Context: an optimization exercise on an open-source flow, tuned for small area. The choices shown serve that exercise and are no tape-out recipe.
Function was checked by simulation only, so behaviour that the tests miss may differ from the original.

==> job 4673 <==
Design fir_sym_top, start of the top module:
module fir_sym_top (
  input  logic                 clk,
  input  logic                 rst_n,
  input  logic                 in_valid,
  input  fir_pkg::sample_t     in_data,
  input  logic                 coef_wr,
  input  fir_pkg::coef_addr_t  coef_addr,
  input  fir_pkg::coef_t       coef_data,
  output logic                 out_valid,
  output fir_pkg::acc_t        out_data
);
Settings: LEC_CHECK=0, CAP_MARGIN=20, CELL_PAD_IN_SITES_DETAIL_PLACEMENT=1, CELL_PAD_IN_SITES_GLOBAL_PLACEMENT=1, CORE_MARGIN=2, CORE_UTILIZATION=35, CTS_CLUSTER_DIAMETER=80, CTS_CLUSTER_SIZE=30, PLACE_DENSITY=0.5, SLEW_MARGIN=20, SYNTH_HIERARCHICAL=1; clock period 9.0 ns.
run.sh (not shown) runs the stock make flow with config.mk's settings and CLKGATE_MAP_FILE= SYNTH_SCRIPT=/design/flow/synth_recipe.tcl, a recipe that flattens the netlist after the stock synthesis.
==> inputs of job 6465, as changes to job 4673 <==
--- a/flow/design.v
+++ b/flow/design.v
@@ -438,21 +438,13 @@
 endmodule
 module hold_mux #(parameter int W = 1) (
   input  logic         take, keep,
   input  logic [W-1:0] d, q,
   output logic [W-1:0] y
 );
-  for (genvar i = 0; i < W; i++) begin : g_bit
-    hold_bit u_bit (.take(take), .keep(keep), .d(d[i]), .q(q[i]), .y(y[i]));
-  end
-endmodule
-module hold_bit (
-  input  logic take, keep, d, q,
-  output logic y
-);
-  assign y = (take & d) | (keep & q);
+  assign y = ({W{take}} & d) | ({W{keep}} & q);
 endmodule
 module dasel (
   input  logic        ne1, ne2, e3,
   input  logic [15:0] na, nb,
   input  logic [16:0] ab,
   output logic [16:0] n
@@ -3704,18 +3696,18 @@
   wire q0_s12, q0_c12;
   fa_cell u_q0_12 (.a(cs_q[37]), .b(cs_q[38]), .c(q0_c11), .s(q0_s12), .co(q0_c12));
   wire q0_s13, q0_c13;
   fa_cell u_q0_13 (.a(cs_q[39]), .b(cs_q[40]), .c(q0_c12), .s(q0_s13), .co(q0_c13));
   wire q0_s14, q0_c14;
   fa_cell u_q0_14 (.a(cs_q[41]), .b(cs_q[42]), .c(q0_c13), .s(q0_s14), .co(q0_c14));
-  wire q0_s15, q0_c15;
-  fa_cell u_q0_15 (.a(cs_q[43]), .b(cs_q[44]), .c(q0_c14), .s(q0_s15), .co(q0_c15));
-  wire q0_s16, q0_c16;
-  fa_cell u_q0_16 (.a(cs_q[45]), .b(cs_q[46]), .c(q0_c15), .s(q0_s16), .co(q0_c16));
+  wire q1z_s15, q1z_c15;
+  fa_cell u_q1z_15 (.a(cs_q[43]), .b(cs_q[44]), .c(1'b1), .s(q1z_s15), .co(q1z_c15));
+  wire q1z_s16, q1z_c16;
+  fa_cell u_q1z_16 (.a(cs_q[45]), .b(cs_q[46]), .c(q1z_c15), .s(q1z_s16), .co(q1z_c16));
   wire q1z_s17, q1z_c17;
-  fa_cell u_q1z_17 (.a(cs_q[47]), .b(cs_q[48]), .c(1'b1), .s(q1z_s17), .co(q1z_c17));
+  fa_cell u_q1z_17 (.a(cs_q[47]), .b(cs_q[48]), .c(q1z_c16), .s(q1z_s17), .co(q1z_c17));
   wire q1z_s18, q1z_c18;
   fa_cell u_q1z_18 (.a(cs_q[49]), .b(cs_q[50]), .c(q1z_c17), .s(q1z_s18), .co(q1z_c18));
   wire q1z_s19, q1z_c19;
   fa_cell u_q1z_19 (.a(cs_q[51]), .b(cs_q[52]), .c(q1z_c18), .s(q1z_s19), .co(q1z_c19));
   wire q1z_s20, q1z_c20;
   fa_cell u_q1z_20 (.a(cs_q[53]), .b(cs_q[54]), .c(q1z_c19), .s(q1z_s20), .co(q1z_c20));
@@ -3727,40 +3719,46 @@
   fa_cell u_q1z_23 (.a(cs_q[59]), .b(cs_q[60]), .c(q1z_c22), .s(q1z_s23), .co(q1z_c23));
   wire q1z_s24, q1z_c24;
   fa_cell u_q1z_24 (.a(cs_q[61]), .b(cs_q[62]), .c(q1z_c23), .s(q1z_s24), .co(q1z_c24));
   wire q1z_s25, q1z_c25;
   fa_cell u_q1z_25 (.a(1'b1), .b(1'b1), .c(q1z_c24), .s(q1z_s25), .co(q1z_c25));
   wire q1o_s26, q1o_c26;
-  ha_cell u_q1o_26 (.a(cs_q[47]), .b(cs_q[48]), .s(q1o_s26), .co(q1o_c26));
+  ha_cell u_q1o_26 (.a(cs_q[43]), .b(cs_q[44]), .s(q1o_s26), .co(q1o_c26));
   wire q1o_s27, q1o_c27;
-  fa_cell u_q1o_27 (.a(cs_q[49]), .b(cs_q[50]), .c(q1o_c26), .s(q1o_s27), .co(q1o_c27));
+  fa_cell u_q1o_27 (.a(cs_q[45]), .b(cs_q[46]), .c(q1o_c26), .s(q1o_s27), .co(q1o_c27));
   wire q1o_s28, q1o_c28;
-  fa_cell u_q1o_28 (.a(cs_q[51]), .b(cs_q[52]), .c(q1o_c27), .s(q1o_s28), .co(q1o_c28));
+  fa_cell u_q1o_28 (.a(cs_q[47]), .b(cs_q[48]), .c(q1o_c27), .s(q1o_s28), .co(q1o_c28));
   wire q1o_s29, q1o_c29;
-  fa_cell u_q1o_29 (.a(cs_q[53]), .b(cs_q[54]), .c(q1o_c28), .s(q1o_s29), .co(q1o_c29));
+  fa_cell u_q1o_29 (.a(cs_q[49]), .b(cs_q[50]), .c(q1o_c28), .s(q1o_s29), .co(q1o_c29));
   wire q1o_s30, q1o_c30;
-  fa_cell u_q1o_30 (.a(cs_q[55]), .b(cs_q[56]), .c(q1o_c29), .s(q1o_s30), .co(q1o_c30));
+  fa_cell u_q1o_30 (.a(cs_q[51]), .b(cs_q[52]), .c(q1o_c29), .s(q1o_s30), .co(q1o_c30));
   wire q1o_s31, q1o_c31;
-  fa_cell u_q1o_31 (.a(cs_q[57]), .b(cs_q[58]), .c(q1o_c30), .s(q1o_s31), .co(q1o_c31));
+  fa_cell u_q1o_31 (.a(cs_q[53]), .b(cs_q[54]), .c(q1o_c30), .s(q1o_s31), .co(q1o_c31));
   wire q1o_s32, q1o_c32;
-  fa_cell u_q1o_32 (.a(cs_q[59]), .b(cs_q[60]), .c(q1o_c31), .s(q1o_s32), .co(q1o_c32));
+  fa_cell u_q1o_32 (.a(cs_q[55]), .b(cs_q[56]), .c(q1o_c31), .s(q1o_s32), .co(q1o_c32));
   wire q1o_s33, q1o_c33;
-  fa_cell u_q1o_33 (.a(cs_q[61]), .b(cs_q[62]), .c(q1o_c32), .s(q1o_s33), .co(q1o_c33));
+  fa_cell u_q1o_33 (.a(cs_q[57]), .b(cs_q[58]), .c(q1o_c32), .s(q1o_s33), .co(q1o_c33));
   wire q1o_s34, q1o_c34;
-  fa_cell u_q1o_34 (.a(1'b1), .b(1'b1), .c(q1o_c33), .s(q1o_s34), .co(q1o_c34));
-  wire qm35 = q0_c16 ? q1z_s17 : q1o_s26;
-  wire qm36 = q0_c16 ? q1z_s18 : q1o_s27;
-  wire qm37 = q0_c16 ? q1z_s19 : q1o_s28;
-  wire qm38 = q0_c16 ? q1z_s20 : q1o_s29;
-  wire qm39 = q0_c16 ? q1z_s21 : q1o_s30;
-  wire qm40 = q0_c16 ? q1z_s22 : q1o_s31;
-  wire qm41 = q0_c16 ? q1z_s23 : q1o_s32;
-  wire qm42 = q0_c16 ? q1z_s24 : q1o_s33;
-  wire qm43 = q0_c16 ? q1z_s25 : q1o_s34;
-  wire qm44 = q0_c16 ? q1z_c25 : q1o_c34;
-  always_ff @(posedge clk) out_data <= ~{qm43, qm42, qm41, qm40, qm39, qm38, qm37, qm36, qm35, q0_s16, q0_s15, q0_s14, q0_s13, q0_s12, q0_s11, q0_s10, q0_s9, q0_s8, q0_s7, q0_s6, q0_s5, q0_s4, q0_s3, q0_s2, q0_s1, cs_q[14], cs_q[13], cs_q[12], cs_q[11], cs_q[10], cs_q[9], cs_q[8], cs_q[7], cs_q[6], cs_q[5], cs_q[4], cs_q[3], cs_q[2], cs_q[1], cs_q[0]};
+  fa_cell u_q1o_34 (.a(cs_q[59]), .b(cs_q[60]), .c(q1o_c33), .s(q1o_s34), .co(q1o_c34));
+  wire q1o_s35, q1o_c35;
+  fa_cell u_q1o_35 (.a(cs_q[61]), .b(cs_q[62]), .c(q1o_c34), .s(q1o_s35), .co(q1o_c35));
+  wire q1o_s36, q1o_c36;
+  fa_cell u_q1o_36 (.a(1'b1), .b(1'b1), .c(q1o_c35), .s(q1o_s36), .co(q1o_c36));
+  wire qm37 = q0_c14 ? q1z_s15 : q1o_s26;
+  wire qm38 = q0_c14 ? q1z_s16 : q1o_s27;
+  wire qm39 = q0_c14 ? q1z_s17 : q1o_s28;
+  wire qm40 = q0_c14 ? q1z_s18 : q1o_s29;
+  wire qm41 = q0_c14 ? q1z_s19 : q1o_s30;
+  wire qm42 = q0_c14 ? q1z_s20 : q1o_s31;
+  wire qm43 = q0_c14 ? q1z_s21 : q1o_s32;
+  wire qm44 = q0_c14 ? q1z_s22 : q1o_s33;
+  wire qm45 = q0_c14 ? q1z_s23 : q1o_s34;
+  wire qm46 = q0_c14 ? q1z_s24 : q1o_s35;
+  wire qm47 = q0_c14 ? q1z_s25 : q1o_s36;
+  wire qm48 = q0_c14 ? q1z_c25 : q1o_c36;
+  always_ff @(posedge clk) out_data <= ~{qm47, qm46, qm45, qm44, qm43, qm42, qm41, qm40, qm39, qm38, qm37, q0_s14, q0_s13, q0_s12, q0_s11, q0_s10, q0_s9, q0_s8, q0_s7, q0_s6, q0_s5, q0_s4, q0_s3, q0_s2, q0_s1, cs_q[14], cs_q[13], cs_q[12], cs_q[11], cs_q[10], cs_q[9], cs_q[8], cs_q[7], cs_q[6], cs_q[5], cs_q[4], cs_q[3], cs_q[2], cs_q[1], cs_q[0]};
 endmodule
 `default_nettype wire
 `timescale 1ns/100ps
 `default_nettype none
 module fir_sym_top (
   input  logic                 clk,
Settings changed: CORE_UTILIZATION 35 to 30, CTS_CLUSTER_DIAMETER 80 to 70, CTS_CLUSTER_SIZE 30 to 25, PLACE_DENSITY 0.5 to 0.45.
==> inputs of job 9990, as changes to job 4673 <==
--- a/flow/design.v
+++ b/flow/design.v
@@ -438,21 +438,13 @@
 endmodule
 module hold_mux #(parameter int W = 1) (
   input  logic         take, keep,
   input  logic [W-1:0] d, q,
   output logic [W-1:0] y
 );
-  for (genvar i = 0; i < W; i++) begin : g_bit
-    hold_bit u_bit (.take(take), .keep(keep), .d(d[i]), .q(q[i]), .y(y[i]));
-  end
-endmodule
-module hold_bit (
-  input  logic take, keep, d, q,
-  output logic y
-);
-  assign y = (take & d) | (keep & q);
+  assign y = ({W{take}} & d) | ({W{keep}} & q);
 endmodule
 module dasel (
   input  logic        ne1, ne2, e3,
   input  logic [15:0] na, nb,
   input  logic [16:0] ab,
   output logic [16:0] n
@@ -3704,18 +3696,18 @@
   wire q0_s12, q0_c12;
   fa_cell u_q0_12 (.a(cs_q[37]), .b(cs_q[38]), .c(q0_c11), .s(q0_s12), .co(q0_c12));
   wire q0_s13, q0_c13;
   fa_cell u_q0_13 (.a(cs_q[39]), .b(cs_q[40]), .c(q0_c12), .s(q0_s13), .co(q0_c13));
   wire q0_s14, q0_c14;
   fa_cell u_q0_14 (.a(cs_q[41]), .b(cs_q[42]), .c(q0_c13), .s(q0_s14), .co(q0_c14));
-  wire q0_s15, q0_c15;
-  fa_cell u_q0_15 (.a(cs_q[43]), .b(cs_q[44]), .c(q0_c14), .s(q0_s15), .co(q0_c15));
-  wire q0_s16, q0_c16;
-  fa_cell u_q0_16 (.a(cs_q[45]), .b(cs_q[46]), .c(q0_c15), .s(q0_s16), .co(q0_c16));
+  wire q1z_s15, q1z_c15;
+  fa_cell u_q1z_15 (.a(cs_q[43]), .b(cs_q[44]), .c(1'b1), .s(q1z_s15), .co(q1z_c15));
+  wire q1z_s16, q1z_c16;
+  fa_cell u_q1z_16 (.a(cs_q[45]), .b(cs_q[46]), .c(q1z_c15), .s(q1z_s16), .co(q1z_c16));
   wire q1z_s17, q1z_c17;
-  fa_cell u_q1z_17 (.a(cs_q[47]), .b(cs_q[48]), .c(1'b1), .s(q1z_s17), .co(q1z_c17));
+  fa_cell u_q1z_17 (.a(cs_q[47]), .b(cs_q[48]), .c(q1z_c16), .s(q1z_s17), .co(q1z_c17));
   wire q1z_s18, q1z_c18;
   fa_cell u_q1z_18 (.a(cs_q[49]), .b(cs_q[50]), .c(q1z_c17), .s(q1z_s18), .co(q1z_c18));
   wire q1z_s19, q1z_c19;
   fa_cell u_q1z_19 (.a(cs_q[51]), .b(cs_q[52]), .c(q1z_c18), .s(q1z_s19), .co(q1z_c19));
   wire q1z_s20, q1z_c20;
   fa_cell u_q1z_20 (.a(cs_q[53]), .b(cs_q[54]), .c(q1z_c19), .s(q1z_s20), .co(q1z_c20));
@@ -3727,40 +3719,46 @@
   fa_cell u_q1z_23 (.a(cs_q[59]), .b(cs_q[60]), .c(q1z_c22), .s(q1z_s23), .co(q1z_c23));
   wire q1z_s24, q1z_c24;
   fa_cell u_q1z_24 (.a(cs_q[61]), .b(cs_q[62]), .c(q1z_c23), .s(q1z_s24), .co(q1z_c24));
   wire q1z_s25, q1z_c25;
   fa_cell u_q1z_25 (.a(1'b1), .b(1'b1), .c(q1z_c24), .s(q1z_s25), .co(q1z_c25));
   wire q1o_s26, q1o_c26;
-  ha_cell u_q1o_26 (.a(cs_q[47]), .b(cs_q[48]), .s(q1o_s26), .co(q1o_c26));
+  ha_cell u_q1o_26 (.a(cs_q[43]), .b(cs_q[44]), .s(q1o_s26), .co(q1o_c26));
   wire q1o_s27, q1o_c27;
-  fa_cell u_q1o_27 (.a(cs_q[49]), .b(cs_q[50]), .c(q1o_c26), .s(q1o_s27), .co(q1o_c27));
+  fa_cell u_q1o_27 (.a(cs_q[45]), .b(cs_q[46]), .c(q1o_c26), .s(q1o_s27), .co(q1o_c27));
   wire q1o_s28, q1o_c28;
-  fa_cell u_q1o_28 (.a(cs_q[51]), .b(cs_q[52]), .c(q1o_c27), .s(q1o_s28), .co(q1o_c28));
+  fa_cell u_q1o_28 (.a(cs_q[47]), .b(cs_q[48]), .c(q1o_c27), .s(q1o_s28), .co(q1o_c28));
   wire q1o_s29, q1o_c29;
-  fa_cell u_q1o_29 (.a(cs_q[53]), .b(cs_q[54]), .c(q1o_c28), .s(q1o_s29), .co(q1o_c29));
+  fa_cell u_q1o_29 (.a(cs_q[49]), .b(cs_q[50]), .c(q1o_c28), .s(q1o_s29), .co(q1o_c29));
   wire q1o_s30, q1o_c30;
-  fa_cell u_q1o_30 (.a(cs_q[55]), .b(cs_q[56]), .c(q1o_c29), .s(q1o_s30), .co(q1o_c30));
+  fa_cell u_q1o_30 (.a(cs_q[51]), .b(cs_q[52]), .c(q1o_c29), .s(q1o_s30), .co(q1o_c30));
   wire q1o_s31, q1o_c31;
-  fa_cell u_q1o_31 (.a(cs_q[57]), .b(cs_q[58]), .c(q1o_c30), .s(q1o_s31), .co(q1o_c31));
+  fa_cell u_q1o_31 (.a(cs_q[53]), .b(cs_q[54]), .c(q1o_c30), .s(q1o_s31), .co(q1o_c31));
   wire q1o_s32, q1o_c32;
-  fa_cell u_q1o_32 (.a(cs_q[59]), .b(cs_q[60]), .c(q1o_c31), .s(q1o_s32), .co(q1o_c32));
+  fa_cell u_q1o_32 (.a(cs_q[55]), .b(cs_q[56]), .c(q1o_c31), .s(q1o_s32), .co(q1o_c32));
   wire q1o_s33, q1o_c33;
-  fa_cell u_q1o_33 (.a(cs_q[61]), .b(cs_q[62]), .c(q1o_c32), .s(q1o_s33), .co(q1o_c33));
+  fa_cell u_q1o_33 (.a(cs_q[57]), .b(cs_q[58]), .c(q1o_c32), .s(q1o_s33), .co(q1o_c33));
   wire q1o_s34, q1o_c34;
-  fa_cell u_q1o_34 (.a(1'b1), .b(1'b1), .c(q1o_c33), .s(q1o_s34), .co(q1o_c34));
-  wire qm35 = q0_c16 ? q1z_s17 : q1o_s26;
-  wire qm36 = q0_c16 ? q1z_s18 : q1o_s27;
-  wire qm37 = q0_c16 ? q1z_s19 : q1o_s28;
-  wire qm38 = q0_c16 ? q1z_s20 : q1o_s29;
-  wire qm39 = q0_c16 ? q1z_s21 : q1o_s30;
-  wire qm40 = q0_c16 ? q1z_s22 : q1o_s31;
-  wire qm41 = q0_c16 ? q1z_s23 : q1o_s32;
-  wire qm42 = q0_c16 ? q1z_s24 : q1o_s33;
-  wire qm43 = q0_c16 ? q1z_s25 : q1o_s34;
-  wire qm44 = q0_c16 ? q1z_c25 : q1o_c34;
-  always_ff @(posedge clk) out_data <= ~{qm43, qm42, qm41, qm40, qm39, qm38, qm37, qm36, qm35, q0_s16, q0_s15, q0_s14, q0_s13, q0_s12, q0_s11, q0_s10, q0_s9, q0_s8, q0_s7, q0_s6, q0_s5, q0_s4, q0_s3, q0_s2, q0_s1, cs_q[14], cs_q[13], cs_q[12], cs_q[11], cs_q[10], cs_q[9], cs_q[8], cs_q[7], cs_q[6], cs_q[5], cs_q[4], cs_q[3], cs_q[2], cs_q[1], cs_q[0]};
+  fa_cell u_q1o_34 (.a(cs_q[59]), .b(cs_q[60]), .c(q1o_c33), .s(q1o_s34), .co(q1o_c34));
+  wire q1o_s35, q1o_c35;
+  fa_cell u_q1o_35 (.a(cs_q[61]), .b(cs_q[62]), .c(q1o_c34), .s(q1o_s35), .co(q1o_c35));
+  wire q1o_s36, q1o_c36;
+  fa_cell u_q1o_36 (.a(1'b1), .b(1'b1), .c(q1o_c35), .s(q1o_s36), .co(q1o_c36));
+  wire qm37 = q0_c14 ? q1z_s15 : q1o_s26;
+  wire qm38 = q0_c14 ? q1z_s16 : q1o_s27;
+  wire qm39 = q0_c14 ? q1z_s17 : q1o_s28;
+  wire qm40 = q0_c14 ? q1z_s18 : q1o_s29;
+  wire qm41 = q0_c14 ? q1z_s19 : q1o_s30;
+  wire qm42 = q0_c14 ? q1z_s20 : q1o_s31;
+  wire qm43 = q0_c14 ? q1z_s21 : q1o_s32;
+  wire qm44 = q0_c14 ? q1z_s22 : q1o_s33;
+  wire qm45 = q0_c14 ? q1z_s23 : q1o_s34;
+  wire qm46 = q0_c14 ? q1z_s24 : q1o_s35;
+  wire qm47 = q0_c14 ? q1z_s25 : q1o_s36;
+  wire qm48 = q0_c14 ? q1z_c25 : q1o_c36;
+  always_ff @(posedge clk) out_data <= ~{qm47, qm46, qm45, qm44, qm43, qm42, qm41, qm40, qm39, qm38, qm37, q0_s14, q0_s13, q0_s12, q0_s11, q0_s10, q0_s9, q0_s8, q0_s7, q0_s6, q0_s5, q0_s4, q0_s3, q0_s2, q0_s1, cs_q[14], cs_q[13], cs_q[12], cs_q[11], cs_q[10], cs_q[9], cs_q[8], cs_q[7], cs_q[6], cs_q[5], cs_q[4], cs_q[3], cs_q[2], cs_q[1], cs_q[0]};
 endmodule
 `default_nettype wire
 `timescale 1ns/100ps
 `default_nettype none
 module fir_sym_top (
   input  logic                 clk,
Settings changed: CORE_UTILIZATION 35 to 40.
==> flow_summary.toml <==
[run_status]
outcome = "timing/DRC/antenna clean"

[synthesis]
synth_compound_area_frac = 0.267
synth_area_mm2 = 0.0699
synth_mux_area_frac = 0.00619

[cells_and_area]
multi_input_cells = 5152
multi_input_area_share = 0.686
clock_buffers = 57
buffer_area_frac = 0.0554

[detailed_routing]
wl_met1_um = 160000
detail_route.vias_per_cell = 7.27

[worst_setup_path]
cp.depth = 19
r2r-start = "i_fold_delay_line.psum[84]"

[power_and_ir_drop]
leakage_nw = 18.4

[cts]
numCtsBuffers = 55
[end of results for job 9990]
==> flow_summary.toml <==
[detailed_routing]
drc_errors = 0
wl_met1_um = 185000
detail_route.vias_per_cell = 6.56

[power_and_ir_drop]
leakage_nw = 18.6

[synthesis]
synth_area_mm2 = 0.0699
synth_top_family_by_area = "adder cells"
synth_mux_area_frac = 0.00619

[run_status]
outcome = "timing/DRC/antenna clean"

[worst_setup_path]
crit_arrival_ns = 9.28
r2r-start = "i_fold_delay_line.psum[84]"

[cells_and_area]
clock_buffers = 79
multi_input_cells = 5152
multi_input_area_share = 0.675
[end of results for job 6465]
==> flow_summary.toml <==
[run_status]
outcome = "timing/DRC/antenna clean"

[cells_and_area]
clock_buffers = 58
multi_input_cells = 5148
buffer_area_frac = 0.0551

[cts]
numCtsBuffers = 57

[worst_setup_path]
cp.depth = 19

[synthesis]
synth_area_mm2 = 0.0690
[end of results for job 4673]

what the ideal ports hide:
No port has a modelled driver above. Below, the same layouts with a new extraction and two added sets of constraints. Step 1: set_driving_cell puts a clkbuf_16 on clk and a buf_2 on each other input, an assumption about the parent block. Step 2 moves the port delays by t, midway between the first and last clock arrival at a register: inputs arrive t later, outputs are due t later. That takes back most of the time a late clock gives input paths. a / b / c = ideal / step 1 / step 2; a / b = the first two.
run	shift t [ns]	setup slack, ns	worst setup path after step 2	latest minus earliest clock arrival (ns)
job 4673	0.874	0.378 / 0.378 / 0.378	register to register	0.118 / 0.118
job 6465	0.845	0.352 / 0.352 / 0.352	register to register	0.054 / 0.054
job 9990	0.852	0.299 / 0.299 / 0.299	register to register	0.053 / 0.052
After both steps every run listed still meets setup and hold.
